Background: an optimization exercise with open tools, aiming at small area, a short achievable clock period and few clock cycles per item. Do not read the settings as production practice. At most, simulation tests tie the RTL to the original design; equivalence was not proved. For runs 3 to 5, only the layout was checked, not whether the RTL still works.

==> flow/design.v <==
package ascon_pkg;
    typedef logic [64-1:0] lane_t;
    typedef logic [2*64-1:0] block_t;
    typedef logic [5-1:0] slice_t;
    typedef logic [5*64-1:0] state_t;
    typedef enum logic [1:0]
    {
        INIT,
        ASSOC,
        TEXT,
        FINAL
    } phase_t;
endpackage
`timescale 1ns/1ps
module ascon_xnor2
(
    input  logic a,
    input  logic b,
    output logic y
);
    assign y = ~(a ^ b);
endmodule
module ascon_nand2
(
    input  logic a,
    input  logic b,
    output logic y
);
    assign y = ~(a & b);
endmodule
module ascon_nor2
(
    input  logic a,
    input  logic b,
    output logic y
);
    assign y = ~(a | b);
endmodule
module ascon_inv
(
    input  logic a,
    output logic y
);
    assign y = ~a;
endmodule
module ascon_sbox_column
(
    input  ascon_pkg::slice_t col_in,
    output ascon_pkg::slice_t col_out
);
    logic x0, x1, x2, x3, x4;
    logic x1n;
    logic m0, m2n, m4n;            
    logic u0, u1n, u2, u3n, u4;    
    logic c0, c1, c2n, c3, c4;     
    assign {x4, x3, x2, x1, x0} = col_in;
    ascon_xor2  u_m0  (.a (x0),  .b (x4),  .y (m0));
    ascon_xnor2 u_m2  (.a (x1),  .b (x2),  .y (m2n));
    ascon_xnor2 u_m4  (.a (x3),  .b (x4),  .y (m4n));
    ascon_nor2  u_u0  (.a (x1),  .b (m2n), .y (u0));
    ascon_nand2 u_u1  (.a (m2n), .b (x3),  .y (u1n));
    ascon_nor2  u_u2  (.a (x3),  .b (m4n), .y (u2));
    ascon_nand2 u_u3  (.a (m4n), .b (m0),  .y (u3n));
    ascon_inv   u_x1n (.a (x1),  .y (x1n));
    ascon_nor2  u_u4  (.a (m0),  .b (x1n), .y (u4));
    ascon_xor2  u_c0  (.a (m0),  .b (u0),  .y (c0));
    ascon_xnor2 u_c1  (.a (x1),  .b (u1n), .y (c1));
    ascon_xor2  u_c2  (.a (m2n), .b (u2),  .y (c2n));
    ascon_xnor2 u_c3  (.a (x3),  .b (u3n), .y (c3));
    ascon_xnor2 u_c4  (.a (m4n), .b (u4),  .y (c4));
    ascon_xor2  u_y0  (.a (c0),  .b (c4),  .y (col_out[0]));
    ascon_xor2  u_y1  (.a (c1),  .b (c0),  .y (col_out[1]));
    assign col_out[2] = c2n;
    ascon_xnor2 u_y3  (.a (c3),  .b (c2n), .y (col_out[3]));
    assign col_out[4] = c4;
endmodule
module ascon_a22o
(
    input  logic a1,
    input  logic a2,
    input  logic b1,
    input  logic b2,
    output logic y
);
    assign y = (a1 & a2) | (b1 & b2);
endmodule
module ascon_and2
(
    input  logic a,
    input  logic b,
    output logic y
);
    assign y = a & b;
endmodule
module ascon_or2
(
    input  logic a,
    input  logic b,
    output logic y
);
    assign y = a | b;
endmodule
`timescale 1ns/1ps
module ascon_xor2
(
    input  logic a,
    input  logic b,
    output logic y
);
    assign y = a ^ b;
endmodule
module ascon_linear_layer
(
    input  ascon_pkg::lane_t s0,
    input  ascon_pkg::lane_t s1,
    input  ascon_pkg::lane_t s2,
    input  ascon_pkg::lane_t s3,
    input  ascon_pkg::lane_t s4,
    input  ascon_pkg::lane_t k0,
    input  ascon_pkg::lane_t k1,
    input  ascon_pkg::lane_t k2,
    input  ascon_pkg::lane_t k3,
    input  ascon_pkg::lane_t k4,
    output ascon_pkg::lane_t x0,
    output ascon_pkg::lane_t x1,
    output ascon_pkg::lane_t x2,
    output ascon_pkg::lane_t x3,
    output ascon_pkg::lane_t x4
);
    localparam int W = 64;
    logic [4:0][W-1:0] s;
    logic [4:0][W-1:0] k;
    logic [4:0][W-1:0] g;
    logic [4:0][W-1:0] h;
    logic [4:0][W-1:0] x;
    function automatic int ra(input int l);
        case (l)
            0: ra = 19;
            1: ra = 61;
            2: ra = 1;
            3: ra = 10;
            default: ra = 7;
        endcase
    endfunction
    function automatic int rb(input int l);
        case (l)
            0: rb = 28;
            1: rb = 39;
            2: rb = 6;
            3: rb = 17;
            default: rb = 41;
        endcase
    endfunction
    assign s[0] = s0;
    assign s[1] = s1;
    assign s[2] = s2;
    assign s[3] = s3;
    assign s[4] = s4;
    assign k[0] = k0;
    assign k[1] = k1;
    assign k[2] = k2;
    assign k[3] = k3;
    assign k[4] = k4;
    for (genvar l = 0; l < 5; l++)
    begin : g_lane
        for (genvar i = 0; i < W; i++)
        begin : g_bit
            ascon_xor2 u_a
            (
                .a (s[l][(i + ra(l)) % W]),
                .b (s[l][(i + rb(l)) % W]),
                .y (h[l][i])
            );
            ascon_xor2 u_k
            (
                .a (s[l][i]),
                .b (k[l][i]),
                .y (g[l][i])
            );
            ascon_xor2 u_b
            (
                .a (g[l][i]),
                .b (h[l][i]),
                .y (x[l][i])
            );
        end
    end
    assign x0 = x[0];
    assign x1 = x[1];
    assign x2 = x[2];
    assign x3 = x[3];
    assign x4 = x[4];
endmodule
`timescale 1ns/1ps
module ascon_sequencer
(
    input  ascon_pkg::state_t s_in,
    input  ascon_pkg::state_t mask,
    output ascon_pkg::state_t s_out
);
    ascon_pkg::lane_t a0, a1, a2, a3, a4;
    ascon_pkg::lane_t b0, b1, b2, b3, b4;
    ascon_pkg::lane_t l0, l1, l2, l3, l4;
    ascon_pkg::lane_t k0, k1, k2, k3, k4;
    assign {k0, k1, k2, k3, k4} = mask;
    assign {a0, a1, a2, a3, a4} = s_in;
    for (genvar b = 0; b < 64; b++)
    begin : g_col
        wire ascon_pkg::slice_t col_in;
        wire ascon_pkg::slice_t col_out;
        assign col_in = {a4[b], a3[b], a2[b], a1[b], a0[b]};
        ascon_sbox_column u_sbox
        (
            .col_in  (col_in),
            .col_out (col_out)
        );
        assign b0[b] = col_out[0];
        assign b1[b] = col_out[1];
        assign b2[b] = col_out[2];
        assign b3[b] = col_out[3];
        assign b4[b] = col_out[4];
    end
    ascon_linear_layer u_linear
    (
        .s0 (b0),
        .s1 (b1),
        .s2 (b2),
        .s3 (b3),
        .s4 (b4),
        .k0 (k0),
        .k1 (k1),
        .k2 (k2),
        .k3 (k3),
        .k4 (k4),
        .x0 (l0),
        .x1 (l1),
        .x2 (l2),
        .x3 (l3),
        .x4 (l4)
    );
    assign s_out = {l0, l1, l2, l3, l4};
endmodule
`timescale 1ns/1ps
module ascon_encrypt_1block
(
    input  logic              clk,
    input  logic              reset,
    input  logic              start,
    input  ascon_pkg::block_t key,
    input  ascon_pkg::block_t nonce,
    input  ascon_pkg::block_t ad,
    input  ascon_pkg::block_t pt,
    output ascon_pkg::block_t c,
    output ascon_pkg::block_t t,
    output logic              busy,
    output logic              done
);
    localparam int W       = 64;
    localparam int LAST    = 12 - 1;
    localparam int PB_LOAD = 12 - 8;
    ascon_pkg::phase_t phase, phase_nx;
    logic [3:0]        cyc, cyc_nx;
    ascon_pkg::lane_t  x0, x1, x2, x3, x4;
    ascon_pkg::block_t key_q;
    ascon_pkg::block_t ad_q;
    ascon_pkg::block_t pc_q;       
    ascon_pkg::lane_t  n0, n1, n2, n3, n4;
    logic              ld;
    logic              busy_nx;
    logic              done_nx;
    logic              last;
    assign last = (cyc == 4'(LAST));
    always_comb
    begin
        busy_nx  = busy;
        done_nx  = 1'b0;
        phase_nx = phase;
        cyc_nx   = cyc + 1'b1;
        if (reset || !busy)
        begin
            busy_nx  = !reset && start;
            phase_nx = ascon_pkg::INIT;
            cyc_nx   = '0;
        end
        else if (last)
        begin
            case (phase)
                ascon_pkg::INIT:
                begin
                    phase_nx = ascon_pkg::ASSOC;
                    cyc_nx   = 4'(PB_LOAD);
                end
                ascon_pkg::ASSOC:
                begin
                    phase_nx = ascon_pkg::TEXT;
                    cyc_nx   = 4'(PB_LOAD);
                end
                ascon_pkg::TEXT:
                begin
                    phase_nx = ascon_pkg::FINAL;
                    cyc_nx   = '0;
                end
                default:
                begin
                    busy_nx  = 1'b0;
                    done_nx  = 1'b1;
                    phase_nx = ascon_pkg::INIT;
                    cyc_nx   = '0;
                end
            endcase
        end
    end
    always_ff @(posedge clk)
    begin
        busy  <= busy_nx;
        ld    <= ~busy_nx;
        done  <= done_nx;
        phase <= phase_nx;
        cyc   <= cyc_nx;
    end
    logic inj_init, inj_assoc, inj_text, inj_key34;
    logic inj_assoc_n;
    logic [7:0] rc_nx;
    assign inj_init    = last && (phase == ascon_pkg::INIT);
    assign inj_assoc   = last && (phase == ascon_pkg::ASSOC);
    assign inj_text    = last && (phase == ascon_pkg::TEXT);
    assign inj_key34   = last && ((phase == ascon_pkg::INIT) || (phase == ascon_pkg::FINAL));
    assign inj_assoc_n = ~inj_assoc;
    assign rc_nx = {~cyc_nx, cyc_nx};
    ascon_pkg::lane_t k0, k1, a0, a1, p0, p1;
    ascon_pkg::lane_t m0, m1, m2, m3, m4;
    ascon_pkg::lane_t d0, d1, d2, d3, d4;
    ascon_pkg::lane_t key_lo;
    ascon_pkg::block_t dk, da, dp, hp;
    localparam ascon_pkg::lane_t IV  = 64'h80800c0800000000;
    localparam ascon_pkg::lane_t RC0 = 64'hf0;
    assign {k0, k1} = key_q;
    assign {a0, a1} = ad_q;
    assign {p0, p1} = pc_q;
    assign key_lo   = key[W-1:0] ^ RC0;
    for (genvar i = 0; i < W; i++)
    begin : g_bit
        ascon_a22o u_m0 (.a1 (inj_init), .a2 (a0[i]), .b1 (inj_assoc), .b2 (p0[i]), .y (m0[i]));
        ascon_a22o u_m1 (.a1 (inj_init), .a2 (a1[i]), .b1 (inj_assoc), .b2 (p1[i]), .y (m1[i]));
        if (i < 8)
        begin : g_rc
            logic kt;
            ascon_and2 u_kt (.a (inj_text), .b (k0[i]), .y (kt));
            ascon_xor2 u_m2 (.a (kt), .b (rc_nx[i]), .y (m2[i]));
        end
        else
        begin : g_norc
            ascon_and2 u_m2 (.a (inj_text), .b (k0[i]), .y (m2[i]));
        end
        ascon_a22o u_m3 (.a1 (inj_key34), .a2 (k0[i]), .b1 (inj_text), .b2 (k1[i]), .y (m3[i]));
        if (i == 0)
        begin : g_dom
            ascon_a22o u_m4 (.a1 (inj_key34), .a2 (k1[i]), .b1 (inj_assoc), .b2 (1'b1), .y (m4[i]));
        end
        else
        begin : g_nodom
            ascon_and2 u_m4 (.a (inj_key34), .b (k1[i]), .y (m4[i]));
        end
        if (IV[i])
        begin : g_iv1
            ascon_or2  u_d0 (.a (ld), .b (n0[i]), .y (d0[i]));
        end
        else
        begin : g_iv0
            ascon_and2 u_d0 (.a (busy), .b (n0[i]), .y (d0[i]));
        end
        ascon_a22o u_d1 (.a1 (ld), .a2 (key[W + i]),   .b1 (busy), .b2 (n1[i]), .y (d1[i]));
        ascon_a22o u_d2 (.a1 (ld), .a2 (key_lo[i]),    .b1 (busy), .b2 (n2[i]), .y (d2[i]));
        ascon_a22o u_d3 (.a1 (ld), .a2 (nonce[W + i]), .b1 (busy), .b2 (n3[i]), .y (d3[i]));
        ascon_a22o u_d4 (.a1 (ld), .a2 (nonce[i]),     .b1 (busy), .b2 (n4[i]), .y (d4[i]));
    end
    ascon_sequencer u_round
    (
        .s_in  ({x0, x1, x2, x3, x4}),
        .mask  ({m0, m1, m2, m3, m4}),
        .s_out ({n0, n1, n2, n3, n4})
    );
    for (genvar i = 0; i < 2 * W; i++)
    begin : g_hold
        ascon_a22o u_dk (.a1 (ld), .a2 (key[i]), .b1 (busy), .b2 (key_q[i]), .y (dk[i]));
        ascon_a22o u_da (.a1 (ld), .a2 (ad[i]),  .b1 (busy), .b2 (ad_q[i]),  .y (da[i]));
        if (i >= W)
        begin : g_hi
            ascon_a22o u_hp (.a1 (inj_assoc), .a2 (n0[i - W]), .b1 (inj_assoc_n), .b2 (pc_q[i]), .y (hp[i]));
        end
        else
        begin : g_lo
            ascon_a22o u_hp (.a1 (inj_assoc), .a2 (n1[i]), .b1 (inj_assoc_n), .b2 (pc_q[i]), .y (hp[i]));
        end
        ascon_a22o u_dp (.a1 (ld), .a2 (pt[i]),  .b1 (busy), .b2 (hp[i]),    .y (dp[i]));
    end
    always_ff @(posedge clk)
    begin
        x0    <= d0;
        x1    <= d1;
        x2    <= d2;
        x3    <= d3;
        x4    <= d4;
        key_q <= dk;
        ad_q  <= da;
        pc_q  <= dp;
    end
    assign c = pc_q;
    assign t = {x3, x4};
endmodule
==> flow/flow/run.sh <==
#!/bin/bash
# Standard layout, with plain buf_1 cells as the port buffers instead of
# the delay buffer that buffer_ports picks by default.
set -euo pipefail
export BUFFER_PORTS_ARGS="-buffer_cell sky130_fd_sc_hd__buf_1"
bash standard.sh > standard.log 2>&1
==> flow/standard.sh <==
#!/bin/bash
# synth_recipe.tcl (not shown) runs the flow's synth.tcl, then flattens the netlist and writes it again
# the make line also repeats each setting of config.mk as NAME=value (left out here)
make -C /OpenROAD-flow-scripts/flow DESIGN_CONFIG=/design/flow/config.mk WORK_HOME=/design/flow/orfs CLKGATE_MAP_FILE= SYNTH_SCRIPT=/design/flow/synth_recipe.tcl "${@:-finish}"
==> flow/config.mk <==
export PLATFORM = sky130hd
export DESIGN_NAME = ascon_encrypt_1block
export DESIGN_NICKNAME = ascon_encrypt_1block
export VERILOG_FILES = /design/flow/design.v
export SDC_FILE = /design/flow/constraint.sdc
export NUM_CORES = 4
export LEC_CHECK = 0
export CAP_MARGIN = 20
export CORE_MARGIN = 2
export CORE_UTILIZATION = 40
export SETUP_SLACK_MARGIN = 5.0
export SLEW_MARGIN = 30
export SYNTH_HIERARCHICAL = 1
export SYNTH_MINIMUM_KEEP_SIZE = 0
==> flow/constraint.sdc <==
create_clock -name core_clock -period 8.0 [get_ports {clk}]
set_input_delay 1.6000 -clock core_clock [delete_from_list [all_inputs] [get_ports {clk}]]
set_output_delay 1.6000 -clock core_clock [all_outputs]
set_load 0.01 [all_outputs]
==> summary.txt, run 1 <==
Min path
  • Hold/Removal Path Class: flip-flop to flip-flop

Synthesis
  • Primary FF master, synth: dfxtp_1
  • Register bit total from synthesis: a little over 700
  • Netlist Area Pre-Place: 41,200 µm²
  • Synthesized Nets: between 4,000 and 5,000
  • Async set-or-reset flop fraction in the synthesized netlist: 0%
  • Post-Syn Instances: 4,098
  • Post-synth cell types: 29
  • Sequential share of the synthesized area: 34.6%
  • Syn Area/Cell: about 10 µm²
  • Warnings from Yosys: 7
  • Post-synth EDFFs: 0

Timing
  • Hold Vio Cnt, Final: 0
  • Fin crit period: 3120 ps
  • WHS: 471 ps
  • Final setup vio count: 0
  • RSZ-0062 raised after global routing: yes
  • Pins Over Slew Limit: 0
  • Worst setup margin: 4880 ps
  • Fin Clk Skew: 16.6 ps
  • Worst slew pin tran: 1160 ps
  • Setup TNS: 0 ps
  • Period utilization: 39.0%
  • Fmax achieved: 0.321 GHz
  • Slew margin rel.: 22.9%

CTS
  • Hold_buf cts: 0
  • H-tree depth: 3
  • Clk latency of the worst-skew pair: 670 ps
  • CTS tree: built
  • Root buf cell: clkbuf_16
  • Clock-pin slew on the worst setup and hold paths: approximately 60 ps
  • Cts bufs inserted: 85
  • Clock sinks: 713
  • Buffer depth of the longest clock path: 3

Route
  • 1st-pass router iterations: 5
  • WL final: around 190,000 µm
  • Via count: 35,500
  • Post-DR vias/cell: ~5.6
  • Drt wl/cell: 30.3 µm
  • Initial drt markers: 3,247
  • Residual DRC: 0
  • Post-route ant nets: 0

Critical path
  • WP data required: 8560 ps
  • Crit path cell chain: xor2_1 -> nor2_1 -> xnor2_2 -> xor2_1 -> xor2_1 -> xor2_1 -> a22o_1 -> a22o_1
  • Slowest stage delay, CP: 710 ps
  • Slowest cell on crit path: xor2_1
  • Crit-path leading delay family: XOR/XNOR gates
  • Crit path kind: flip-flop to flip-flop
  • WP data arrival: 3680 ps
  • Crit path launch type: flip-flop
  • R2R setup slack: ~5000 ps
  • WP buf/inv: 0
  • Worst path most repeated cell: xor2_1
  • CP max FO: 4
  • Crit. End Element: flip-flop

Global route
  • Via count of the first global-routing pass: 33,600
  • GRT Util Overall: 34.8%
  • Initial antenna violation count: 32
  • Grt ovf: 0
  • First-pass GRT wire length: between 200,000 and 300,000 µm
  • Largest net degree at the start of global routing: 174

Placed design
  • Hpwl dp: 150,000 µm
  • Pre-CTS WS: 4170 ps
  • GPL Wtd Cong: 0.940
  • Port Buffers: slightly below 800

Floorplan
  • Die area: 106,000 µm²
  • Die Height: about 330 µm
  • Ports: 773
  • Initial Util: 40.4%
  • Core area: around 100,000 µm²
  • Die width: between 300 and 400 µm
  • Site row count: 117

Layout
  • Most common cell after layout, fill and taps aside: xor2_1
  • Final nets: 5,445
  • Fraction of layout cells with a size suffix above 1: 8.24%
  • Layout area overhead: 20.8%
  • Most frequent cells in the layout: xor2_1 (1,213), a22o_1 (961), buf_1 (743)

Job
  • # Max-Cap Violations: 0

Outcome
  • Status: complete, no violations
## path summary, 6_finish.rpt
path,from,to,depth (start not counted)
setup / recovery,x4[5],pc_q[114],8
hold / removal,ad_q[28],ad_q[28],1
setup reg to reg,x4[5],pc_q[114],8
hold reg to reg,ad_q[28],ad_q[28],1
## registers in the layout, summed over array words and instances, names as in the netlist
| register | cells |
|---|---|
| x4 | 64 |
| ad_q | 128 |
| key_q | 128 |
| x1 | 64 |
| busy | 1 |
| x3 | 64 |
| phase | 2 |
| x2 | 64 |
| x0 | 64 |
| done | 1 |
| cyc | 4 |
| ld | 1 |
| pc_q | 128 |
## per-module statistics from Yosys (local to each module, per instance), excerpt
module | times used | cells | flip-flops and latches | cell area, µm²
ascon_inv | 64 | 1 | 0 | 3.75
ascon_nor2 | 192 | 1 | 0 | 3.75
ascon_xnor2 | 384 | 1 | 0 | 8.76
ascon_nand2 | 128 | 1 | 0 | 3.75
ascon_or2 | 5 | 1 | 0 | 6.26
ascon_and2 | 186 | 1 | 0 | 6.26
ascon_encrypt_1block | 1 | 762 | 713 | 14600
ascon_xor2 | 1288 | 1 | 0 | 8.76
## stage by stage
stage	area (µm²)	instances	utilization, %
finish	49800	6369	48.8
global route	49800	6364	48.8
CTS	49400	6355	48.4
detailed placement	45900	6185	45.0
global placement	45600	6184	44.7
floorplan	41300	4098	-
## cell usage after synthesis (2+ instances only)
| master | number | share of area [%] |
|---|---|---|
| xnor2_1 | 384 | 8.2 |
| a22o_1 | 961 | 20 |
| and2_1 | 189 | 2.9 |
| dfxtp_1 | 713 | 35 |
| nand2_1 | 132 | 1.2 |
| and3_1 | 2 | 0.030 |
| buf_4 | 128 | 2.3 |
| nor2_1 | 197 | 1.8 |
| xor2_1 | 1288 | 27 |
| inv_1 | 73 | 0.66 |
| ha_1 | 6 | 0.18 |
| or3_1 | 4 | 0.061 |
| or2_1 | 5 | 0.076 |
## layout make-up
type / instances / area (µm²)
multi-input cells: 3188 / 26800
flip-flops and latches: 713 / 14300
inverters: 73 / 274
well taps: 1368 / 1710
clock buffers: 119 / 2510
fillers: 9834 / 52200
clock inverters: 34 / 365
repair buffers: 863 / 3820
diodes: 11 / 27.5
## metal layers
| layer | GRT usage (%) | vias to the layer above | wire length (µm) |
|---|---|---|---|
| li1 | - | 15800 | - |
| met1 | 44.7 | 17700 | 79300 |
| met2 | 56.0 | 1609 | 87600 |
| met3 | 7.46 | 335 | 16200 |
| met4 | 15.2 | 36 | 9980 |
| met5 | 0 | - | 217 |
## logic make-up (layout without fill, tap and decap cells)
kind of cell             Yosys count  count (layout)  synth area share (%)
XOR/XNOR                        1672            1672                  35.5
AO/OA/AOI/OAI                    969             969                  20.6
flip-flops                       713             713                  34.6
AND/OR/NAND/NOR                  534             539                  6.10
buffers and inverters            202            1089                  3.02
adder cells (fa/ha/maj)            6               6                 0.182
other                              1              12               0.00909
multiplexers                       1               1                0.0243
## repair_timing
item                       in CTS  in global routing
gates cloned                    5                  1
gates resized for setup        93                 63
pin swaps                       3                  1
setup endpoints to repair     382                146
setup buffers                  12                  2
Testbench counts, summed over its fixed seeds: cycles 10,504, items 256.
==> run 2, diff against run 1 <==
--- a/flow/config.mk
+++ b/flow/config.mk
@@ -8,5 +8,5 @@
 export CAP_MARGIN = 20
 export CORE_MARGIN = 2
-export CORE_UTILIZATION = 40
+export CORE_UTILIZATION = 60
 export SETUP_SLACK_MARGIN = 5.0
 export SLEW_MARGIN = 30
==> run 2 against run 1 <==
Net effect: wire length fell by 10%; global-route usage rose by 12 points; first-iteration DRC count rose by 47%; count of clock-buffer cells in the layout fell by 3; die area fell by 33%; critical path depth fell by 1; design area fell by 2.6%; flip-flop and latch count did not move; register-to-register slack improved by 50 ps; worst setup slack improved by 53 ps.
==> summary.txt, run 2 <==
Synthesis
  • Netlist Area Pre-Place: 41,200 µm² (unchanged)
  • Most frequent cell after synthesis: xor2_1
  • Async set-or-reset flop fraction in the synthesized netlist: 0% (unchanged)
  • Synthesized Nets: 4,619 (unchanged)
  • Warnings from Yosys: 7 (unchanged)
  • Top-area cell type share of the netlist area: 34.6% (unchanged)
  • Post-Syn Instances: 4,098 (unchanged)
  • Post-synth EDFFs: 0 (unchanged)
  • Sequential share of the synthesized area: 34.6% (unchanged)
  • Commonest cells in the synthesized netlist: xor2_1 (1,288), a22o_1 (961), dfxtp_1 (713)
  • Primary FF master, synth: dfxtp_1
  • Yosys top cell by area: dfxtp_1
  • Syn Area/Cell: 10.1 µm² (unchanged)
  • Post-synth cell types: 29 (unchanged)
  • Register bit total from synthesis: 713 (unchanged)
  • Synth area leaders: dfxtp_1 (35%), xor2_1 (27%), a22o_1 (20%), xnor2_1 (8.2%), and2_1 (2.9%)

Outcome
  • Status: complete, no violations

Timing
  • Hold Vio Cnt, Final: 0 (unchanged)
  • Period utilization: 38.3% (-0.66 points)
  • Slew margin rel.: 23.4% (+0.54 points)
  • Final setup vio count: 0 (unchanged)
  • Worst slew pin tran: 1140 ps (-15.4 ps)
  • Setup TNS: 0 ps (unchanged)
  • Fin Clk Skew: 22.4 ps (+5.81 ps)
  • Pins Over Slew Limit: 0 (unchanged)
  • Fin crit period: 3070 ps (-52.8 ps)
  • Fmax achieved: 0.326 GHz (+1.7%)
  • RSZ-0062 raised after global routing: yes

Min path
  • Hold path depth: 1 (unchanged)
  • Hold/Removal Path Class: flip-flop to flip-flop

Layout
  • Most frequent cells in the layout: xor2_1 (1,234), a22o_1 (961), buf_1 (761)
  • Fill cells: 5,496 (-44%)
  • Final core occ: 71.0% (+22 points)
  • Most common cell after layout, fill and taps aside: xor2_1
  • Final Cell Area: 48,500 µm² (-2.6%)
  • Fraction of layout cells with a size suffix above 1: 6.23% (-2.0 points)
  • Largest regs: ad_q (128), key_q (128), pc_q (128)
  • Final nets: 5,399 (-0.84%)
  • Layout area overhead: 17.7%

Route
  • Residual DRC: 0 (unchanged)
  • Post-DR vias/cell: 6.25 (+12%)
  • Drt wl/cell: 29.7 µm (-2.2%)
  • 1st-pass router iterations: 6 (+1)
  • Via count: 36,500 (+2.9%)
  • WL final: 173,000 µm (-10%)
  • Post-route ant nets: 0 (unchanged)
  • Initial drt markers: 4,767 (+47%)

CTS
  • Cts bufs inserted: 79 (-7.1%)
  • Hold_buf cts: 0 (unchanged)
  • H-tree depth: 3 (unchanged)
  • CTS tree: built
  • Clock sinks: 713 (unchanged)
  • Clock-pin slew on the worst setup and hold paths: 60 ps (about the same)
  • Root buf cell: clkbuf_16
  • Buffer depth of the longest clock path: 3 (unchanged)
  • Clk latency of the worst-skew pair: 650 ps (-20 ps)

Global route
  • Grt ovf: 0 (unchanged)
  • Global route hottest layer: met2
  • GRT Util Overall: 46.4% (+12 points)
  • Met3 usage in global routing: 9.58% (+2.1 points)
  • Largest net degree at the start of global routing: 198 (+14%)
  • Met1 Usage GRT: 61.1% (+16 points)
  • First-pass GRT wire length: 235,000 µm (-9.5%)
  • Via count of the first global-routing pass: 33,300 (-0.81%)
  • Initial antenna violation count: 18 (-44%)
  • Met2 Use GR: 70.3% (+14 points)

Floorplan
  • Die width: 266 µm (-18%)
  • Ports: 773 (unchanged)
  • Site row count: 96 (-18%)
  • Die Height: 266 µm (-18%)
  • Die area: 70,900 µm² (-33%)
  • Core area: 68,300 µm² (-33%)
  • Initial Util: 60.4% (+20 points)

Placed design
  • Hpwl dp: 131,000 µm (-12%)
  • Port Buffers: 772 (unchanged)
  • GPL Wtd Cong: 1.04 (+10%)
  • Placed Area: 44,800 µm² (-2.4%)

Critical path
  • Crit. End Element: flip-flop
  • WP data required: 8530 ps (-30 ps)
  • WP data arrival: 3600 ps (-80 ps)
  • CP max FO: 5 (+1)
  • Crit path launch type: flip-flop
  • Crit path kind: flip-flop to flip-flop
  • Worst r2r path cells: 7 (-1)

Job
  • # Max-Cap Violations: 0 (unchanged)
==> run 2: cell count changes in the layout (fill, tap and decap cells not counted), moves of 12 or more <==
| cell | change |
|---|---|
| buf_4 | -41 |
| xor2_1 | +21 |
| buf_2 | -12 |
| xor2_2 | -20 |
| buf_1 | +18 |
==> run 2: through the flow <==
step | instances | setup slack, ps | hold slack, ps
2_1_floorplan | 4098 | 2600 | 440
3_3_place_gp | 5666 | 4330 | 453
3_5_place_dp | 5666 | 4270 | 454
4_1_cts | 5821 | 5000 | 472
5_1_grt | 5832 | 4980 | 490
6_report | 5837 | 4930 | 473
==> run 2: what timing repair did <==
action                                  4_1_cts  5_1_grt
gates cloned                                  4        1
buffers inserted                              7        0
endpoints found under the setup margin      374      154
pin swaps                                     2        1
gates resized for setup                      72       60
==> run 2: per-module statistics from Yosys, one instance, submodules excluded, a selection <==
| module | area [µm²] | flip-flops and latches | cells inside | times used |
|---|---|---|---|---|
| ascon_sbox_column | 15.0 | 0 | 2 | 64 |
| ascon_or2 | 6.26 | 0 | 1 | 5 |
| ascon_encrypt_1block | 14600 | 713 | 762 | 1 |
| ascon_xnor2 | 8.76 | 0 | 1 | 384 |
| ascon_inv | 3.75 | 0 | 1 | 64 |
| ascon_and2 | 6.26 | 0 | 1 | 186 |
| ascon_nand2 | 3.75 | 0 | 1 | 128 |
| ascon_a22o | 8.76 | 0 | 1 | 961 |
| ascon_xor2 | 8.76 | 0 | 1 | 1288 |
| ascon_nor2 | 3.75 | 0 | 1 | 192 |
==> run 2: layer usage <==
metal  vias up  wire [µm]
met2      2394      75000
li1      15800          -
met1     17900      66600
met5         -        217
met3       493      19500
met4        12      11900
==> run 2: cells by family (layout without fill, tap and decap cells) <==
| kind of cell | count (synthesis) | in the layout | share of synthesized area, % |
|---|---|---|---|
| mux | 1 | 1 | 0.0243 |
| other cells | 1 | 15 | 0.00909 |
| flops | 713 | 713 | 34.6 |
| simple gates | 534 | 538 | 6.10 |
| xor+xnor | 1672 | 1672 | 35.5 |
| compound gates | 969 | 969 | 20.6 |
| fa+ha+maj | 6 | 6 | 0.182 |
| buf+inv | 202 | 1041 | 3.02 |
==> run 2: worst paths after layout <==
kind | startpoint | endpoint | slack (ps)
min | ad_q[114] | ad_q[114] | 470
min reg2reg | ad_q[114] | ad_q[114] | 470
max reg2reg | x3[21] | x3[11] | 4930
max | x3[21] | x3[11] | 4930
==> run 2: cell type report <==
class	instances	area, µm²	share of cell area, %
multi-input cells	3187	26600	54.7
flip-flops and latches	713	14300	29.4
repair buffers	824	3550	7.32
clock buffers	116	2350	4.84
well taps	882	1100	2.27
clock inverters	28	363	0.748
inverters	73	274	0.565
diodes	14	35.0	0.0722
==> run 2: worst max-delay path, cell delays in order, from the launching register on <==
cell,delay [ps]
dfxtp_1,370
xnor2_1,350
nor2_1,110
xor2_1,750
xnor2_1,450
xor2_1,540
xor2_1,180
a22o_1,200
==> run 3, diff against run 2 <==
--- a/flow/design.v
+++ b/flow/design.v
@@ -101,4 +101,13 @@
     assign y = a | b;
 endmodule
+module ascon_a21o
+(
+    input  logic a1,
+    input  logic a2,
+    input  logic b,
+    output logic y
+);
+    assign y = (a1 & a2) | b;
+endmodule
 `timescale 1ns/1ps
 module ascon_xor2
@@ -320,5 +329,5 @@
     end
     logic inj_init, inj_assoc, inj_text, inj_key34;
-    logic inj_assoc_n;
+    logic pc_hold;
     logic [7:0] rc_nx;
     assign inj_init    = last && (phase == ascon_pkg::INIT);
@@ -326,5 +335,5 @@
     assign inj_text    = last && (phase == ascon_pkg::TEXT);
     assign inj_key34   = last && ((phase == ascon_pkg::INIT) || (phase == ascon_pkg::FINAL));
-    assign inj_assoc_n = ~inj_assoc;
+    assign pc_hold     = busy && !inj_assoc;
     assign rc_nx = {~cyc_nx, cyc_nx};
     ascon_pkg::lane_t k0, k1, a0, a1, p0, p1;
@@ -332,5 +341,5 @@
     ascon_pkg::lane_t d0, d1, d2, d3, d4;
     ascon_pkg::lane_t key_lo;
-    ascon_pkg::block_t dk, da, dp, hp;
+    ascon_pkg::block_t dk, da, dp;
     localparam ascon_pkg::lane_t IV  = 64'h80800c0800000000;
     localparam ascon_pkg::lane_t RC0 = 64'hf0;
@@ -383,15 +392,16 @@
     for (genvar i = 0; i < 2 * W; i++)
     begin : g_hold
-        ascon_a22o u_dk (.a1 (ld), .a2 (key[i]), .b1 (busy), .b2 (key_q[i]), .y (dk[i]));
-        ascon_a22o u_da (.a1 (ld), .a2 (ad[i]),  .b1 (busy), .b2 (ad_q[i]),  .y (da[i]));
+        logic hp;
+        ascon_a22o u_dk (.a1 (ld), .a2 (key[i]), .b1 (busy),    .b2 (key_q[i]), .y (dk[i]));
+        ascon_a22o u_da (.a1 (ld), .a2 (ad[i]),  .b1 (busy),    .b2 (ad_q[i]),  .y (da[i]));
+        ascon_a22o u_hp (.a1 (ld), .a2 (pt[i]),  .b1 (pc_hold), .b2 (pc_q[i]),  .y (hp));
         if (i >= W)
         begin : g_hi
-            ascon_a22o u_hp (.a1 (inj_assoc), .a2 (n0[i - W]), .b1 (inj_assoc_n), .b2 (pc_q[i]), .y (hp[i]));
+            ascon_a21o u_dp (.a1 (inj_assoc), .a2 (n0[i - W]), .b (hp), .y (dp[i]));
         end
         else
         begin : g_lo
-            ascon_a22o u_hp (.a1 (inj_assoc), .a2 (n1[i]), .b1 (inj_assoc_n), .b2 (pc_q[i]), .y (hp[i]));
+            ascon_a21o u_dp (.a1 (inj_assoc), .a2 (n1[i]),     .b (hp), .y (dp[i]));
         end
-        ascon_a22o u_dp (.a1 (ld), .a2 (pt[i]),  .b1 (busy), .b2 (hp[i]),    .y (dp[i]));
     end
     always_ff @(posedge clk)
--- a/flow/config.mk
+++ b/flow/config.mk
@@ -8,5 +8,7 @@
 export CAP_MARGIN = 20
 export CORE_MARGIN = 2
-export CORE_UTILIZATION = 60
+export CORE_UTILIZATION = 40
+export CTS_CLUSTER_DIAMETER = 80
+export CTS_CLUSTER_SIZE = 20
 export SETUP_SLACK_MARGIN = 5.0
 export SLEW_MARGIN = 30
==> run 3 against run 2 <==
Net effect: global-route usage shrank 12 points; sequential share of layout area grew 0.37 points; flip-flop and latch count is the same; fmax grew 0.82%; register-to-register slack gained 20 ps; design area shrank 1.0%; clock skew grew 17 ps; critical endpoint is now x3[1]; largest cell class unchanged.
==> summary.txt, run 3 <==
CTS
  • Root buf cell: clkbuf_16
  • Cts bufs inserted: 50 (-37%)
  • Clock-pin slew on the worst setup and hold paths: 80 ps (+20 ps)
  • Hold_buf cts: 0 (unchanged)
  • Buffer depth of the longest clock path: 3 (unchanged)
  • H-tree depth: 2 (-1)
  • CTS tree: built
  • Clk latency of the worst-skew pair: 690 ps (+40 ps)
  • Clock sinks: 713 (unchanged)

Placed design
  • Placed insts: 6,190 (+9.2%)
  • Hpwl dp: 150,000 µm (+14%)
  • GPL Wtd Cong: 0.949 (-8.5%)
  • Port Buffers: 772 (unchanged)

Synthesis
  • Yosys top cell by area: dfxtp_1
  • Register bit total from synthesis: 713 (unchanged)
  • Most frequent cell after synthesis: xor2_1
  • Async set-or-reset flop fraction in the synthesized netlist: 0% (unchanged)
  • Warnings from Yosys: 7 (unchanged)
  • Post-synth cell types: 28 (-3.4%)
  • Syn Area/Cell: 10.0 µm² (-0.42%)
  • Top-area cell type share of the netlist area: 34.8% (+0.15 points)
  • Synth area leaders: dfxtp_1 (35%), xor2_1 (27%), a22o_1 (18%), xnor2_1 (8.2%), and2_1 (2.9%)
  • Post-Syn Instances: 4,098 (unchanged)
  • Synthesized Nets: 4,619 (unchanged)
  • Netlist Area Pre-Place: 41,100 µm² (-0.42%)
  • Post-synth EDFFs: 0 (unchanged)
  • Commonest cells in the synthesized netlist: xor2_1 (1,288), a22o_1 (833), dfxtp_1 (713)
  • Sequential share of the synthesized area: 34.8% (+0.15 points)
  • Primary FF master, synth: dfxtp_1

Critical path
  • Worst r2r dst: x3[1]
  • R2R setup slack: 4960 ps (+20 ps)
  • Crit path kind: flip-flop to flip-flop
  • CP max FO: 5 (unchanged)
  • Crit. End Element: flip-flop
  • Crit path launch type: flip-flop
  • Worst r2r path cells: 7 (unchanged)
  • WP data required: 8630 ps (+100 ps)
  • Reg-to-Reg Start: x3[18]
  • WP data arrival: 3670 ps (+70 ps)

Route
  • Post-route ant nets: 0 (unchanged)
  • Post-DR vias/cell: 5.51 (-12%)
  • Initial drt markers: 2,885 (-39%)
  • Via count: 34,700 (-4.9%)
  • WL final: 190,000 µm (+9.7%)
  • 1st-pass router iterations: 5 (-1)
  • Residual DRC: 0 (unchanged)
  • Drt wl/cell: 30.2 µm (+1.7%)

Job
  • # Max-Cap Violations: 0 (unchanged)

Timing
  • RSZ-0062 raised after global routing: yes
  • Final setup vio count: 0 (unchanged)
  • Setup TNS: 0 ps (unchanged)
  • Period utilization: 38.0% (-0.31 points)
  • Fin crit period: 3040 ps (-25.0 ps)
  • Worst slew pin tran: 1100 ps (-39.7 ps)
  • Slew margin rel.: 26.6% (+3.2 points)
  • Pins Over Slew Limit: 0 (unchanged)
  • Hold Vio Cnt, Final: 0 (unchanged)
  • Fmax achieved: 0.329 GHz (+0.82%)
  • Fin Clk Skew: 39.0 ps (+16.7 ps)

Global route
  • Via count of the first global-routing pass: 32,700 (-1.8%)
  • GRT Util Overall: 34.5% (-12 points)
  • First-pass GRT wire length: 257,000 µm (+9.0%)
  • Initial antenna violation count: 27 (+9)
  • Grt ovf: 0 (unchanged)
  • Largest net degree at the start of global routing: 200 (+1.0%)

Layout
  • Finished Layout Cells: 6,300 (+7.9%)
  • Largest regs: ad_q (128), key_q (128), pc_q (128)
  • Final nets: 5,411 (+0.22%)
  • Fraction of layout cells with a size suffix above 1: 6.83% (+0.60 points)
  • Most frequent cells in the layout: xor2_1 (1,239), a22o_1 (833), buf_1 (731)
  • Layout area overhead: 17.0%
  • Most common cell after layout, fill and taps aside: xor2_1

Min path
  • Hold Startpoint: ad_q[45]
  • Hold path depth: 1 (unchanged)
  • Worst Hold End: ad_q[45]
  • Hold/Removal Path Class: flip-flop to flip-flop

Floorplan
  • Die area: 105,000 µm² (+49%)
  • Site row count: 117 (+22%)
  • Die Height: 324 µm (+22%)
  • Die width: 324 µm (+22%)
  • Ports: 773 (unchanged)
  • Initial Util: 40.4% (-20 points)
  • Core area: 102,000 µm² (+49%)

Outcome
  • Status: complete, no violations
run 3: modules after synthesis, one instance, submodules excluded, a selection:
module                flip-flops and latches  cells
ascon_a22o                                 0      1
ascon_nor2                                 0      1
ascon_encrypt_1block                     713    762
ascon_a21o                                 0      1
ascon_inv                                  0      1
ascon_nand2                                0      1
ascon_xnor2                                0      1
ascon_sbox_column                          0      2
ascon_or2                                  0      1
run 3: worst max-delay path by stage:
stage | start | end | slack [ps]
floorplan | busy | pc_q[0] | 140
global placement | cyc[0] | x0[31] | 4530
detailed placement | cyc[0] | x0[53] | 4550
CTS | x3[56] | x3[39] | 4950
global route | cyc[0] | x0[53] | 4930
finish | x3[18] | x3[1] | 4960
run 3: cells by family (layout without fill, tap and decap cells):
family                   count (synthesis)  count (layout)  share of synthesized area [%]
adder cells (fa/ha/maj)                  6               6                          0.183
AND/OR/NAND/NOR                        534             537                           6.14
XOR/XNOR                              1672            1672                           35.7
AO/OA/AOI/OAI                          969             969                           20.2
buffers and inverters                  203            1019                           3.02
other                                    1              16                        0.00913
flip-flops                             713             713                           34.8
run 3: stage by stage:
stage | area (µm²) | util (%) | setup slack, ps | hold slack [ps]
2_1_floorplan | 41100 | - | 135 | 440
3_3_place_gp | 45400 | 44.7 | 4530 | 453
3_5_place_dp | 45700 | 44.9 | 4550 | 456
4_1_cts | 47600 | 46.8 | 4950 | 480
5_1_grt | 48000 | 47.2 | 4930 | 488
6_report | 48000 | 47.2 | 4960 | 478
run 3: critical path: stages (launching register included):
cell and delay [ps]:
dfxtp_1 380, xnor2_1 320, nor2_1 110, xor2_1 770, xnor2_1 560, xor2_1 310
xor2_1 360, a22o_1 170
run 3: what timing repair did:
action | CTS | global route
cloned | 3 | 0
setup buffers | 11 | 0
resized for setup | 76 | 50
pin swaps | 3 | 0
setup endpoints to repair | 292 | 109
run 3: area by class of cell:
cell class | instances | area (µm²)
clock inverter | 24 | 233
tap | 1368 | 1710
clock buffer | 55 | 1370
fill | 9927 | 53700
inverter | 75 | 282
antenna | 15 | 37.5
sequential | 713 | 14300
multi-input combinational | 3185 | 26300
timing repair buffer | 865 | 3840
run 3: metal layers:
metal  GRT usage, %  up-vias  share of wire (%)
met5              0        -              0.072
met4           14.6       22                4.6
met3           5.96      265                7.3
met2           56.1     1457                 46
met1           44.9    17300                 42
li1               -    15700                  -
==> run 4, diff against run 3 <==
--- a/flow/config.mk
+++ b/flow/config.mk
@@ -8,5 +8,5 @@
 export CAP_MARGIN = 20
 export CORE_MARGIN = 2
-export CORE_UTILIZATION = 40
+export CORE_UTILIZATION = 55
 export CTS_CLUSTER_DIAMETER = 80
 export CTS_CLUSTER_SIZE = 20
==> run 4 against run 3 <==
Net effect: fmax shrank 0.51%; die area down 27%; worst hold slack worse by 4.7 ps.
==> summary.txt, run 4 <==
Layout
  • Most common cell after layout, fill and taps aside: xor2_1
  • Most frequent cells in the layout: xor2_1 (1,251), a22o_1 (833), buf_1 (764)
  • Final nets: 5,384 (-0.50%)
  • Final Cell Area: 46,900 µm² (-2.4%)
  • Largest regs: ad_q (128), key_q (128), pc_q (128)
  • Fraction of layout cells with a size suffix above 1: 4.50% (-2.3 points)
  • Final core occ: 63.2% (+16 points)
  • Layout area overhead: 14.2%

Synthesis
  • Warnings from Yosys: 7 (unchanged)
  • Most frequent cell after synthesis: xor2_1
  • Async set-or-reset flop fraction in the synthesized netlist: 0% (unchanged)
  • Post-synth cell types: 28 (unchanged)
  • Yosys top cell by area: dfxtp_1
  • Post-synth EDFFs: 0 (unchanged)
  • Post-Syn Instances: 4,098 (unchanged)
  • Sequential share of the synthesized area: 34.8% (unchanged)
  • Top-area cell type share of the netlist area: 34.8% (unchanged)
  • Adder-cell share of the synthesized area: 0.183% (unchanged)
  • Simple logic cell fraction of the synthesized area: 6.14% (unchanged)
  • Synth Area in Compound Gates: 20.2% (unchanged)
  • Syn Area/Cell: 10.0 µm² (unchanged)
  • Primary FF master, synth: dfxtp_1
  • Synthesized Nets: 4,619 (unchanged)
  • XOR/XNOR Fraction of Synth Area: 35.7% (unchanged)
  • Netlist Area Pre-Place: 41,100 µm² (unchanged)
  • Commonest cells in the synthesized netlist: xor2_1 (1,288), a22o_1 (833), dfxtp_1 (713)
  • Synth area leaders: dfxtp_1 (35%), xor2_1 (27%), a22o_1 (18%), xnor2_1 (8.2%), and2_1 (2.9%)
  • Main combinational cell family by area after synthesis: XOR/XNOR gates
  • Mux cell area share after synthesis: 0% (unchanged)
  • Register bit total from synthesis: 713 (unchanged)

Timing
  • Setup TNS: 0 ps (unchanged)
  • Pins Over Slew Limit: 0 (unchanged)
  • Fin crit period: 3060 ps (+15.6 ps)
  • Period utilization: 38.2% (+0.19 points)
  • WHS: 473 ps (-4.70 ps)
  • Fin Clk Skew: 34.8 ps (-4.22 ps)
  • Fmax achieved: 0.327 GHz (-0.51%)
  • RSZ-0062 raised after global routing: yes
  • Slew margin rel.: 20.4% (-6.2 points)
  • Worst slew pin tran: 1190 ps (+84.5 ps)
  • Worst setup margin: 4940 ps (-15.6 ps)
  • Hold Vio Cnt, Final: 0 (unchanged)
  • Final setup vio count: 0 (unchanged)

Placed design
  • Pre-CTS WS: 4350 ps (-199 ps)
  • Port Buffers: 772 (unchanged)
  • Hpwl dp: 134,000 µm (-10%)
  • Placed Area: 44,900 µm² (-1.8%)
  • GPL Wtd Cong: 0.998 (+5.3%)

Min path
  • Hold/Removal Path Class: flip-flop to flip-flop

Route
  • Post-DR vias/cell: 5.98 (+8.6%)
  • Post-route ant nets: 0 (unchanged)
  • 1st-pass router iterations: 5 (unchanged)
  • Initial drt markers: 3,731 (+29%)
  • WL final: 176,000 µm (-7.7%)
  • Drt wl/cell: 29.9 µm (-0.95%)
  • Via count: 35,100 (+1.2%)
  • Residual DRC: 0 (unchanged)

Floorplan
  • Die area: 76,900 µm² (-27%)
  • Core area: 74,200 µm² (-27%)
  • Die Height: 277 µm (-15%)
  • Die width: 277 µm (-15%)
  • Site row count: 100 (-15%)
  • Ports: 773 (unchanged)
  • Initial Util: 55.4% (+15 points)

Critical path
  • WP data required: 8520 ps (-110 ps)
  • Crit path launch type: flip-flop
  • Crit. End Element: flip-flop
  • Crit path kind: flip-flop to flip-flop
  • CP max FO: 5 (unchanged)
  • WP data arrival: 3580 ps (-90 ps)

Outcome
  • Status: complete, no violations

Global route
  • Initial antenna violation count: 27 (unchanged)
  • Via count of the first global-routing pass: 32,500 (-0.73%)
  • First-pass GRT wire length: 240,000 µm (-6.4%)
  • Grt ovf: 0 (unchanged)
  • GRT Util Overall: 43.7% (+9.2 points)
  • Largest net degree at the start of global routing: 213 (+6.5%)

CTS
  • Cts bufs inserted: 45 (-10%)
  • H-tree depth: 2 (unchanged)
  • Clk latency of the worst-skew pair: 640 ps (-50 ps)
  • CTS tree: built
  • Clock sinks: 713 (unchanged)
  • Root buf cell: clkbuf_16
  • Hold_buf cts: 0 (unchanged)
  • Clock-pin slew on the worst setup and hold paths: 90 ps (about the same)
  • Buffer depth of the longest clock path: 3 (unchanged)

Job
  • # Max-Cap Violations: 0 (unchanged)
==> run 4: cell counts after synthesis <==
Identical to the previous run, type by type.
==> run 4: final timing paths <==
kind                            cells after the start       end  slack (ps)     start
worst max-delay path                                7    x3[12]        4940    x3[22]
worst min-delay path                                1  ad_q[74]         470  ad_q[74]
worst max register to register                      7    x3[12]        4940    x3[22]
worst min register to register                      1  ad_q[74]         470  ad_q[74]
==> run 4: worst max-delay path, stage by stage, from the launching register on <==
cell and delay, ps:
dfxtp_1 370, xnor2_1 340, nor2_1 110, xor2_1 790, xnor2_1 500, xor2_1 500
xor2_1 150, a22o_1 190
==> run 4: repair_timing <==
action                                  in CTS  in global routing
hold endpoints to repair                     0                  0
resized for setup                           26                 40
endpoints found under the setup margin     336                224
cloned                                       8                  0
buffers inserted                             9                  0
pin swaps                                    3                  0
==> run 4: cells by family after synthesis <==
kind of cell | count (synthesis)
adder cells (fa/ha/maj) | 6
AO/OA/AOI/OAI | 969
flip-flops | 713
buffers and inverters | 203
AND/OR/NAND/NOR | 534
XOR/XNOR | 1672
other | 1
==> run 4: area by class of cell <==
class                      instances  area (µm²)
sequential                       713       14300
timing repair buffer             840        3620
fill                            6647       27300
clock inverter                    15         164
tap                              969        1210
multi-input combinational       3188       26100
clock buffer                      53        1210
inverter                          75         282
antenna                           20        50.0
==> run 4: metrics by stage <==
stage | instances
final | 5873
after CTS | 5852
after detailed placement | 5767
after floorplan | 4098
after global routing | 5866
after global placement | 5767
==> run 4: modules after synthesis, one instance, submodules excluded, excerpt <==
module                cells inside  flops+latches  cell area, µm²
ascon_inv                        1              0            3.75
ascon_or2                        1              0            6.26
ascon_nand2                      1              0            3.75
ascon_xnor2                      1              0            8.76
ascon_a22o                       1              0            8.76
ascon_encrypt_1block           762            713           14600
ascon_nor2                       1              0            3.75
ascon_and2                       1              0            6.26
ascon_sbox_column                2              0            15.0
ascon_a21o                       1              0            7.51
ascon_xor2                       1              0            8.76
==> run 4: layer usage <==
layer / vias to the layer above / wire length [µm] / track usage (%)
met5: - / 101 / 0
met4: 16 / 10400 / 22.3
met3: 399 / 18500 / 10.7
met2: 1852 / 78100 / 68.3
met1: 17300 / 68500 / 56.1
li1: 15600 / - / -
==> run 5, diff against run 4 <==
==> flow/flow/run.sh (replaced) <==
#!/bin/bash
# Standard layout, with plain buf_1 cells as the port buffers instead of
# the delay buffer that buffer_ports picks by default, and timing repair
# aimed at a 2.7 ns period (the clock constraint stays at the design's).
set -euo pipefail
export BUFFER_PORTS_ARGS="-buffer_cell sky130_fd_sc_hd__buf_1"
export SETUP_SLACK_MARGIN=5.3
bash standard.sh > standard.log 2>&1
--- a/flow/config.mk
+++ b/flow/config.mk
@@ -8,8 +8,7 @@
 export CAP_MARGIN = 20
 export CORE_MARGIN = 2
-export CORE_UTILIZATION = 55
+export CORE_UTILIZATION = 40
 export CTS_CLUSTER_DIAMETER = 80
 export CTS_CLUSTER_SIZE = 20
-export SETUP_SLACK_MARGIN = 5.0
 export SLEW_MARGIN = 30
 export SYNTH_HIERARCHICAL = 1
==> run 5 against run 4 <==
Net effect: still clean on timing, DRC and antenna; wire length is 16% higher; design area up 17%; die area grew 37%; synthesized area unchanged; critical path type is now flip-flop to output pin.
==> summary.txt, run 5 <==
Outcome
  • Status: complete, no violations

CTS
  • H-tree depth: 2 (unchanged)
  • Hold_buf cts: 0 (unchanged)
  • CTS tree: built
  • Clock sinks: 713 (unchanged)
  • Root buf cell: clkbuf_16
  • Cts bufs inserted: 50 (+11%)
  • Buffer depth of the longest clock path: 3 (unchanged)
  • Clk latency of the worst-skew pair: 700 ps (+60 ps)
  • Clock-pin slew on the worst setup and hold paths: 70 ps (-20 ps)

Layout
  • Fraction of layout cells with a size suffix above 1: 23.9% (+19 points)
  • Fill cells: 9,322 (+40%)
  • Final Cell Area: 54,900 µm² (+17%)
  • Most common cell after layout, fill and taps aside: xor2_1
  • Final nets: 5,693 (+5.7%)
  • Finished Layout Cells: 6,583 (+12%)
  • Largest regs: ad_q (128), key_q (128), pc_q (128)
  • Most frequent cells in the layout: xor2_1 (1,127), a22o_1 (832), buf_1 (514)
  • Layout area overhead: 33.7%

Critical path
  • Crit path kind: flip-flop to output pin
  • Worst r2r path cells: 8 (+1)
  • Slowest stage delay, CP: 450 ps (-340 ps)
  • CP max FO: 2 (-3)
  • Crit path launch type: flip-flop
  • WP buf/inv: 1 (+1)
  • Reg-to-Reg Start: x4[26]
  • Slowest cell on crit path: dfxtp_4
  • Crit path cell chain: buf_6
  • R2R setup slack: 5160 ps (+220 ps)
  • WP data required: 6400 ps (-2120 ps)
  • Crit. End Element: output pin
  • Worst r2r dst: pc_q[71]
  • WP data arrival: 1250 ps (-2330 ps)
  • Crit-path leading delay family: flip-flops

Floorplan
  • Site row count: 117 (+17%)
  • Ports: 773 (unchanged)
  • Die width: 324 µm (+17%)
  • Die area: 105,000 µm² (+37%)
  • Initial Util: 40.4% (-15 points)
  • Die Height: 324 µm (+17%)
  • Core area: 102,000 µm² (+37%)

Placed design
  • Hpwl dp: 150,000 µm (+11%)
  • Placed insts: 6,190 (+7.3%)
  • GPL Wtd Cong: 0.949 (-5.0%)
  • Pre-CTS WS: 4550 ps (+199 ps)
  • Placed Area: 45,700 µm² (+1.8%)
  • Port Buffers: 772 (unchanged)

Timing
  • Slew margin rel.: 36.4% (+16 points)
  • Final setup vio count: 0 (unchanged)
  • Hold Vio Cnt, Final: 0 (unchanged)
  • Period utilization: 35.6% (-2.6 points)
  • RSZ-0062 raised after global routing: yes
  • Worst slew pin tran: 947 ps (-238 ps)
  • Pins Over Slew Limit: 0 (unchanged)
  • Fin Clk Skew: 37.9 ps (+3.03 ps)
  • Fin crit period: 2850 ps (-205 ps)
  • Fmax achieved: 0.351 GHz (+7.2%)
  • Worst setup margin: 5150 ps (+205 ps)
  • Setup TNS: 0 ps (unchanged)

Synthesis
  • Warnings from Yosys: 7 (unchanged)
  • Most frequent cell after synthesis: xor2_1
  • Yosys top cell by area: dfxtp_1
  • Primary FF master, synth: dfxtp_1
  • Syn Area/Cell: 10.0 µm² (unchanged)
  • Netlist Area Pre-Place: 41,100 µm² (unchanged)
  • Post-synth EDFFs: 0 (unchanged)
  • Synth area leaders: dfxtp_1 (35%), xor2_1 (27%), a22o_1 (18%), xnor2_1 (8.2%), and2_1 (2.9%)
  • Commonest cells in the synthesized netlist: xor2_1 (1,288), a22o_1 (833), dfxtp_1 (713)
  • Synthesized Nets: 4,619 (unchanged)
  • Sequential share of the synthesized area: 34.8% (unchanged)
  • Post-synth cell types: 28 (unchanged)
  • Register bit total from synthesis: 713 (unchanged)
  • Post-Syn Instances: 4,098 (unchanged)
  • Async set-or-reset flop fraction in the synthesized netlist: 0% (unchanged)
  • Top-area cell type share of the netlist area: 34.8% (unchanged)

Route
  • WL final: 203,000 µm (+16%)
  • Post-DR vias/cell: 5.55 (-7.3%)
  • Drt wl/cell: 30.8 µm (+3.1%)
  • Via count: 36,500 (+3.9%)
  • Post-route ant nets: 0 (unchanged)
  • Residual DRC: 0 (unchanged)
  • Initial drt markers: 3,338 (-11%)
  • 1st-pass router iterations: 5 (unchanged)

Min path
  • Hold Startpoint: ad_q[45]
  • Hold path depth: 1 (unchanged)
  • Hold/Removal Path Class: flip-flop to flip-flop
  • Worst Hold End: ad_q[45]

Global route
  • Largest net degree at the start of global routing: 200 (-6.1%)
  • Grt ovf: 0 (unchanged)
  • Initial antenna violation count: 31 (+15%)
  • GRT Util Overall: 36.3% (-7.4 points)
  • Via count of the first global-routing pass: 35,100 (+8.1%)
  • First-pass GRT wire length: 270,000 µm (+13%)

Job
  • # Max-Cap Violations: 0 (unchanged)
## run 5: how the worst max path moves through the flow
stage | end | cells past startpoint | slack, ps | from
after floorplan | pc_q[0] | 3 | 140 | busy
after global placement | x0[31] | 8 | 4530 | cyc[0]
after detailed placement | x0[53] | 8 | 4550 | cyc[0]
after CTS | busy | 1 | 5110 | busy
after global routing | x3[61] | 8 | 5100 | x3[14]
final | busy | 1 | 5150 | busy
## run 5: final cells by class
type / instances / area [µm²] / area share, %
antenna: 16 / 40.0 / 0.0729
clock buffer: 55 / 1370 / 2.49
clock inverter: 24 / 233 / 0.424
inverter: 75 / 282 / 0.513
multi-input combinational: 3186 / 28300 / 51.5
sequential: 713 / 14900 / 27.1
tap: 1368 / 1710 / 3.12
timing repair buffer: 1146 / 8140 / 14.8
## run 5: per-stage QoR
stage | utilization, % | hold WS [ps]
floorplan | - | 440
global placement | 44.7 | 453
detailed placement | 44.9 | 456
CTS | 52.2 | 480
global route | 54.0 | 492
finish | 54.0 | 478
## run 5: per-layer routing
layer	track usage, %	share of wire, %	routed length (µm)	up-vias
li1	-	-	-	16100
met4	17.8	5.5	11200	30
met2	58.9	46	93200	1712
met1	46.3	41	82400	18300
met5	0	0.086	175	-
met3	6.73	7.9	16000	377
## run 5: cells by family (layout without fill, tap and decap cells)
group                      count (synthesis)  in the layout  share of synthesized area, %
and+or+nand+nor                          534            538                          6.14
other                                      1             17                       0.00913
DFF                                      713            713                          34.8
buffers and inverters                    203           1300                          3.02
adders and majority gates                  6              6                         0.183
xor gates and xnor gates                1672           1672                          35.7
AOI/OAI and AO/OA                        969            969                          20.2
## run 5: per-module statistics from Yosys, one instance, submodules excluded, excerpt
module | flip-flops and latches | cells inside
ascon_inv | 0 | 1
ascon_and2 | 0 | 1
ascon_a22o | 0 | 1
ascon_encrypt_1block | 713 | 762
ascon_nor2 | 0 | 1
ascon_xor2 | 0 | 1
ascon_xnor2 | 0 | 1
ascon_sbox_column | 0 | 2
ascon_a21o | 0 | 1
ascon_nand2 | 0 | 1
ascon_or2 | 0 | 1
## run 5: timing repair
action                     4_1_cts  5_1_grt
gates resized for setup       1119      159
gates cloned                     8        4
buffers inserted               251       34
pin swaps                        6       21
setup endpoints to repair      623      467

re-timing with driven ports:
No port has a modelled driver above. Below, the same layouts with a new extraction and two added sets of constraints.
Step 1: set_driving_cell puts a clkbuf_16 on clk and a buf_2 on each other input, an assumption about the parent block.
Step 2 moves the port delays by t, midway between the first and last clock arrival at a register: inputs arrive t later, outputs are due t later. That takes back most of the time a late clock gives input paths.
Three values: no drivers, after step 1, after step 2; two values: the first two.
run	t (ns)	setup WS [ns]	cell pins on the clock port's net
run 1	0.740	4.882 / 4.882 / 4.656	1
run 2	0.710	4.935 / 4.913 / 4.686	1
run 3	0.748	4.960 / 4.951 / 4.738	1
run 4	0.695	4.944 / 4.930 / 4.710	1
run 5	0.761	5.149 / 5.070 / 4.753	1
After both steps setup and hold are still met in every run listed. For run 5, which loses most, drivers alone change the setup slack by -0.079 ns; drivers and shift together by -0.396 ns.
